Context: an optimization exercise on an open-source flow, tuned for small area and a short achievable clock period. The choices shown serve that exercise and are no tape-out recipe. In this exercise RTL edits were held to simulation tests only and were not proved equivalent to the original. Power and IR drop assume default switching activity.

Setup of red:
==> module mem_ack_responder, before the edit <==
module mem_ack_responder (
    input  logic        CLK,
    input  logic        RESET,
    input  logic        MR,
    input  logic        MW,
    input  logic [5:0]  ADDR,
    input  logic [31:0] DIN,
    input  logic [3:0]  BE,
    output logic [31:0] DOUT,
    output logic        ACK_N,
    output logic [1:0]  STATE
);
    logic [1:0]  st_q;      
    logic        lat2_q;    
    logic        busy_q;    
    logic        ack_n_q;
    logic [31:0] dout_q;
    logic [63:0] sel_n_q;   
    logic [31:0] din_q;
    logic [3:0]  be_q;
    logic        wr_q;
    logic [3:0]  bwe_n_q;   
    logic [31:0] mem_q [64];
    logic req, idle, fire;
    assign req  = MR | MW;
    assign idle = !busy_q;
    assign fire = lat2_q & req;
    always_ff @(posedge CLK or posedge RESET) begin
        if (RESET) begin
            st_q    <= 2'd0;
            lat2_q  <= 1'b0;
            busy_q  <= 1'b0;
            ack_n_q <= 1'b1;
        end else begin
            lat2_q  <= 1'b0;
            busy_q  <= req || (st_q == 2'd2);
            ack_n_q <= 1'b1;
            case (st_q)
                2'd0: if (req) st_q <= 2'd1;
                2'd1: begin
                    if (!req) st_q <= 2'd0;
                    else if (lat2_q) begin
                        st_q    <= 2'd2;
                        ack_n_q <= 1'b0;
                    end else lat2_q <= 1'b1;
                end
                2'd2: st_q <= 2'd3;
                default: if (!req) st_q <= 2'd0;
            endcase
        end
    end
    always_ff @(posedge CLK) begin
        if (idle) begin
            for (int w = 0; w < 64; w++) sel_n_q[w] <= (ADDR != 6'(w));
            din_q <= DIN;
            be_q  <= BE;
            wr_q  <= MW;
        end
    end
    always_ff @(posedge CLK) begin
        bwe_n_q <= (fire && wr_q) ? ~be_q : 4'hF;
    end
    always_ff @(posedge CLK) begin
        for (int w = 0; w < 64; w++) begin
            for (int b = 0; b < 4; b++) begin
                if (!(sel_n_q[w] || bwe_n_q[b])) mem_q[w][b*8 +: 8] <= din_q[b*8 +: 8];
            end
        end
    end
    logic [31:0] rdata;
    always_comb begin
        rdata = '1;
        for (int w = 0; w < 64; w++) rdata = rdata & (mem_q[w] | {32{sel_n_q[w]}});
    end
    logic [31:0] rdata_q;
    always_ff @(posedge CLK) rdata_q <= rdata;
    always_ff @(posedge CLK or posedge RESET) begin
        if (RESET) dout_q <= '0;
        else if (fire && !wr_q) dout_q <= rdata_q;
    end
    assign DOUT  = dout_q;
    assign ACK_N = ack_n_q;
    assign STATE = st_q;
endmodule
Settings: LEC_CHECK=0, CAP_MARGIN=20, CORE_MARGIN=2, CORE_UTILIZATION=65, CTS_CLUSTER_DIAMETER=80, CTS_CLUSTER_SIZE=30, PLACE_DENSITY=0.8, SETUP_SLACK_MARGIN=2.7, SLEW_MARGIN=20; clock period 5.0 ns.
run.sh (not shown) runs the stock make flow with config.mk's settings and CLKGATE_MAP_FILE= SYNTH_SCRIPT=/design/flow/synth_recipe.tcl, a recipe that flattens the netlist after the stock synthesis.
#### Input delta (blue over red)
diff --git a/flow/design.v b/flow/design.v
--- a/flow/design.v
+++ b/flow/design.v
@@ -73,9 +73,7 @@
         for (int w = 0; w < 64; w++) rdata = rdata & (mem_q[w] | {32{sel_n_q[w]}});
     end
-    logic [31:0] rdata_q;
-    always_ff @(posedge CLK) rdata_q <= rdata;
     always_ff @(posedge CLK or posedge RESET) begin
         if (RESET) dout_q <= '0;
-        else if (fire && !wr_q) dout_q <= rdata_q;
+        else if (fire && !wr_q) dout_q <= rdata;
     end
     assign DOUT  = dout_q;
Results
blue: total of plain and repair buffers excluding clock buffers is about 100% higher than what red reported. blue | stages: all done | timing, DRC, antenna: all pass. Area after synthesis shrinks by a few percent when moving from red to blue. From red to blue the numbers moved as follows: number of well-tap cells placed shows a reduction of 5.5%; number of clock buffer instances in the layout dropped 9; die outline width fell by about 1.1%. Portion of total power attributed to combinational logic, blue and red, lower one = red.

The RTL this note starts from:
==> flow/design.v <==
module mem_ack_responder (
    input  logic        CLK,
    input  logic        RESET,
    input  logic        MR,
    input  logic        MW,
    input  logic [5:0]  ADDR,
    input  logic [31:0] DIN,
    input  logic [3:0]  BE,
    output logic [31:0] DOUT,
    output logic        ACK_N,
    output logic [1:0]  STATE
);
    logic [1:0]  st_q;      
    logic        lat2_q;    
    logic        busy_q;    
    logic        ack_n_q;
    logic [31:0] dout_q;
    logic [63:0] sel_n_q;   
    logic [31:0] din_q;
    logic [3:0]  be_q;
    logic        wr_q;
    logic [3:0]  bwe_n_q;   
    logic [31:0] mem_q [64];
    logic req, idle, fire;
    assign req  = MR | MW;
    assign idle = !busy_q;
    assign fire = lat2_q & req;
    always_ff @(posedge CLK or posedge RESET) begin
        if (RESET) begin
            st_q    <= 2'd0;
            lat2_q  <= 1'b0;
            busy_q  <= 1'b0;
            ack_n_q <= 1'b1;
        end else begin
            lat2_q  <= 1'b0;
            busy_q  <= req || (st_q == 2'd2);
            ack_n_q <= 1'b1;
            case (st_q)
                2'd0: if (req) st_q <= 2'd1;
                2'd1: begin
                    if (!req) st_q <= 2'd0;
                    else if (lat2_q) begin
                        st_q    <= 2'd2;
                        ack_n_q <= 1'b0;
                    end else lat2_q <= 1'b1;
                end
                2'd2: st_q <= 2'd3;
                default: if (!req) st_q <= 2'd0;
            endcase
        end
    end
    always_ff @(posedge CLK) begin
        if (idle) begin
            for (int w = 0; w < 64; w++) sel_n_q[w] <= (ADDR != 6'(w));
            din_q <= DIN;
            be_q  <= BE;
            wr_q  <= MW;
        end
    end
    always_ff @(posedge CLK) begin
        bwe_n_q <= (fire && wr_q) ? ~be_q : 4'hF;
    end
    always_ff @(posedge CLK) begin
        for (int w = 0; w < 64; w++) begin
            for (int b = 0; b < 4; b++) begin
                if (!(sel_n_q[w] || bwe_n_q[b])) mem_q[w][b*8 +: 8] <= din_q[b*8 +: 8];
            end
        end
    end
    logic [31:0] rdata;
    always_comb begin
        rdata = '1;
        for (int w = 0; w < 64; w++) rdata = rdata & (mem_q[w] | {32{sel_n_q[w]}});
    end
    logic [31:0] rdata_q;
    always_ff @(posedge CLK) rdata_q <= rdata;
    always_ff @(posedge CLK or posedge RESET) begin
        if (RESET) dout_q <= '0;
        else if (fire && !wr_q) dout_q <= rdata_q;
    end
    assign DOUT  = dout_q;
    assign ACK_N = ack_n_q;
    assign STATE = st_q;
endmodule
==> flow/config.mk <==
export PLATFORM = sky130hd
export DESIGN_NAME = mem_ack_responder
export DESIGN_NICKNAME = mem_ack_responder
export VERILOG_FILES = /design/flow/design.v
export SDC_FILE = /design/flow/constraint.sdc
export NUM_CORES = 4
export LEC_CHECK = 0
export CAP_MARGIN = 20
export CORE_MARGIN = 2
export CORE_UTILIZATION = 75
export CTS_CLUSTER_DIAMETER = 80
export CTS_CLUSTER_SIZE = 30
export PLACE_DENSITY = 0.8
export SETUP_SLACK_MARGIN = 2.7
export SLEW_MARGIN = 20
==> flow/constraint.sdc <==
create_clock -name core_clock -period 5.0 [get_ports {CLK}]
set_input_delay 1.0000 -clock core_clock [delete_from_list [all_inputs] [get_ports {CLK}]]
set_output_delay 1.0000 -clock core_clock [all_outputs]
set_load 0.01 [all_outputs]
The starting point went through all stages and came out clean.
Edit:
--- a/flow/design.v
+++ b/flow/design.v
@@ -10,13 +10,13 @@
     output logic        ACK_N,
     output logic [1:0]  STATE
 );
     logic [1:0]  st_q;      
     logic        lat2_q;    
     logic        busy_q;    
-    logic        ack_n_q;
+    logic        ack_q;     
     logic [31:0] dout_q;
     logic [63:0] sel_n_q;   
     logic [31:0] din_q;
     logic [3:0]  be_q;
     logic        wr_q;
     logic [3:0]  bwe_n_q;   
@@ -27,24 +27,24 @@
     assign fire = lat2_q & req;
     always_ff @(posedge CLK or posedge RESET) begin
         if (RESET) begin
             st_q    <= 2'd0;
             lat2_q  <= 1'b0;
             busy_q  <= 1'b0;
-            ack_n_q <= 1'b1;
+            ack_q   <= 1'b0;
         end else begin
             lat2_q  <= 1'b0;
             busy_q  <= req || (st_q == 2'd2);
-            ack_n_q <= 1'b1;
+            ack_q   <= 1'b0;
             case (st_q)
                 2'd0: if (req) st_q <= 2'd1;
                 2'd1: begin
                     if (!req) st_q <= 2'd0;
                     else if (lat2_q) begin
                         st_q    <= 2'd2;
-                        ack_n_q <= 1'b0;
+                        ack_q   <= 1'b1;
                     end else lat2_q <= 1'b1;
                 end
                 2'd2: st_q <= 2'd3;
                 default: if (!req) st_q <= 2'd0;
             endcase
         end
@@ -76,9 +76,9 @@
     always_ff @(posedge CLK) rdata_q <= rdata;
     always_ff @(posedge CLK or posedge RESET) begin
         if (RESET) dout_q <= '0;
         else if (fire && !wr_q) dout_q <= rdata_q;
     end
     assign DOUT  = dout_q;
-    assign ACK_N = ack_n_q;
+    assign ACK_N = !ack_q;
     assign STATE = st_q;
 endmodule
- total power is about the same
- sequential share of layout area hardly moves
- global-route usage is about the same
- worst setup slack got worse by 0.0056 ns
- final cell count is about the same
- combinational power is about the same
- clock power drops by about 1%
- flip-flop and latch count does not change
- non-clock buffer count climbs by 6
- sequential power barely changes
- register-to-register slack got worse by 0.08 ns
- clock-buffer cell count drops by 10

before:
Starts from the design.v that is shown in full above.
clock: 5.0 ns
lec_check: 0
cap_margin: 20
core_margin: 2
core_utilization: 75
cts_cluster_diameter: 80
cts_cluster_size: 30
place_density: 0.8
setup_slack_margin: 2.8
slew_margin: 20
before finished all stages; the layout is clean.
The inputs of after differ from those of before as listed below.
-- flow/design.v --
<<< before, line 14
    logic        lat2_q;    
    logic        busy_q;    
    logic        ack_n_q;
    logic [31:0] dout_q;
    logic [63:0] sel_n_q;   
>>> after, line 14
    logic        lat2_q;    
    logic        busy_q;    
    logic        ack_q;     
    logic [31:0] dout_q;
    logic [63:0] sel_n_q;   
<<< before, line 31
            lat2_q  <= 1'b0;
            busy_q  <= 1'b0;
            ack_n_q <= 1'b1;
        end else begin
            lat2_q  <= 1'b0;
            busy_q  <= req || (st_q == 2'd2);
            ack_n_q <= 1'b1;
            case (st_q)
                2'd0: if (req) st_q <= 2'd1;
>>> after, line 31
            lat2_q  <= 1'b0;
            busy_q  <= 1'b0;
            ack_q   <= 1'b0;
        end else begin
            lat2_q  <= 1'b0;
            busy_q  <= req || (st_q == 2'd2);
            ack_q   <= 1'b0;
            case (st_q)
                2'd0: if (req) st_q <= 2'd1;
<<< before, line 42
                    else if (lat2_q) begin
                        st_q    <= 2'd2;
                        ack_n_q <= 1'b0;
                    end else lat2_q <= 1'b1;
                end
>>> after, line 42
                    else if (lat2_q) begin
                        st_q    <= 2'd2;
                        ack_q   <= 1'b1;
                    end else lat2_q <= 1'b1;
                end
<<< before, line 80
    end
    assign DOUT  = dout_q;
    assign ACK_N = ack_n_q;
    assign STATE = st_q;
endmodule
>>> after, line 80
    end
    assign DOUT  = dout_q;
    assign ACK_N = !ack_q;
    assign STATE = st_q;
endmodule
### Flow results
Post-synthesis cell area: before vs after — no meaningful difference. As far as worst setup slack is concerned, after and before perform about the same. On final area, after and before are neck and neck. Of after and before, it is after that has the lower number of clock buffers in the layout. The fraction of the mapped netlist area in simple logic gates of before and that of after are within noise of each other. | post-layout total power | after vs before | ≈ equal |. after and before ended up with roughly the same met2 usage in global routing.

[afterwards: timing with drivers on the ports]
The flow's constraints put no driver on any port. The routed layouts listed below were extracted and timed again, unchanged, in two steps.
Step 1 assumes that a clkbuf_16 drives the clock port and a buf_2 every other input.
Step 2 times the ports against the registers' clock, not the clock port: input delays grow and output delays shrink by t, the midpoint of the rising clock arrivals with the driver on.
Slacks: ideal ports / drivers / drivers and shift; pairs: ideal ports / drivers.
run	t, ns	slack for setup (ns)	worst hold slack (ns)	pins driven straight from the clock port
red	0.783	2.635 / 2.558 / 2.054	0.410 / 0.410 / 0.410	1
blue	0.818	2.568 / 2.541 / 2.000	0.404 / 0.404 / 0.404	1
the first run of note 2	0.760	2.645 / 2.568 / 2.294	0.424 / 0.424 / 0.424	1
the second run of note 2	0.766	2.640 / 2.570 / 2.049	0.404 / 0.404 / 0.404	1
before	0.760	2.641 / 2.564 / 2.271	0.424 / 0.424 / 0.424	1
after	0.770	2.644 / 2.573 / 2.148	0.404 / 0.404 / 0.404	1
After both steps every run listed still meets setup and hold. For the second run of note 2, which loses most, drivers alone change the setup slack by -0.070 ns; drivers and shift together by -0.591 ns.
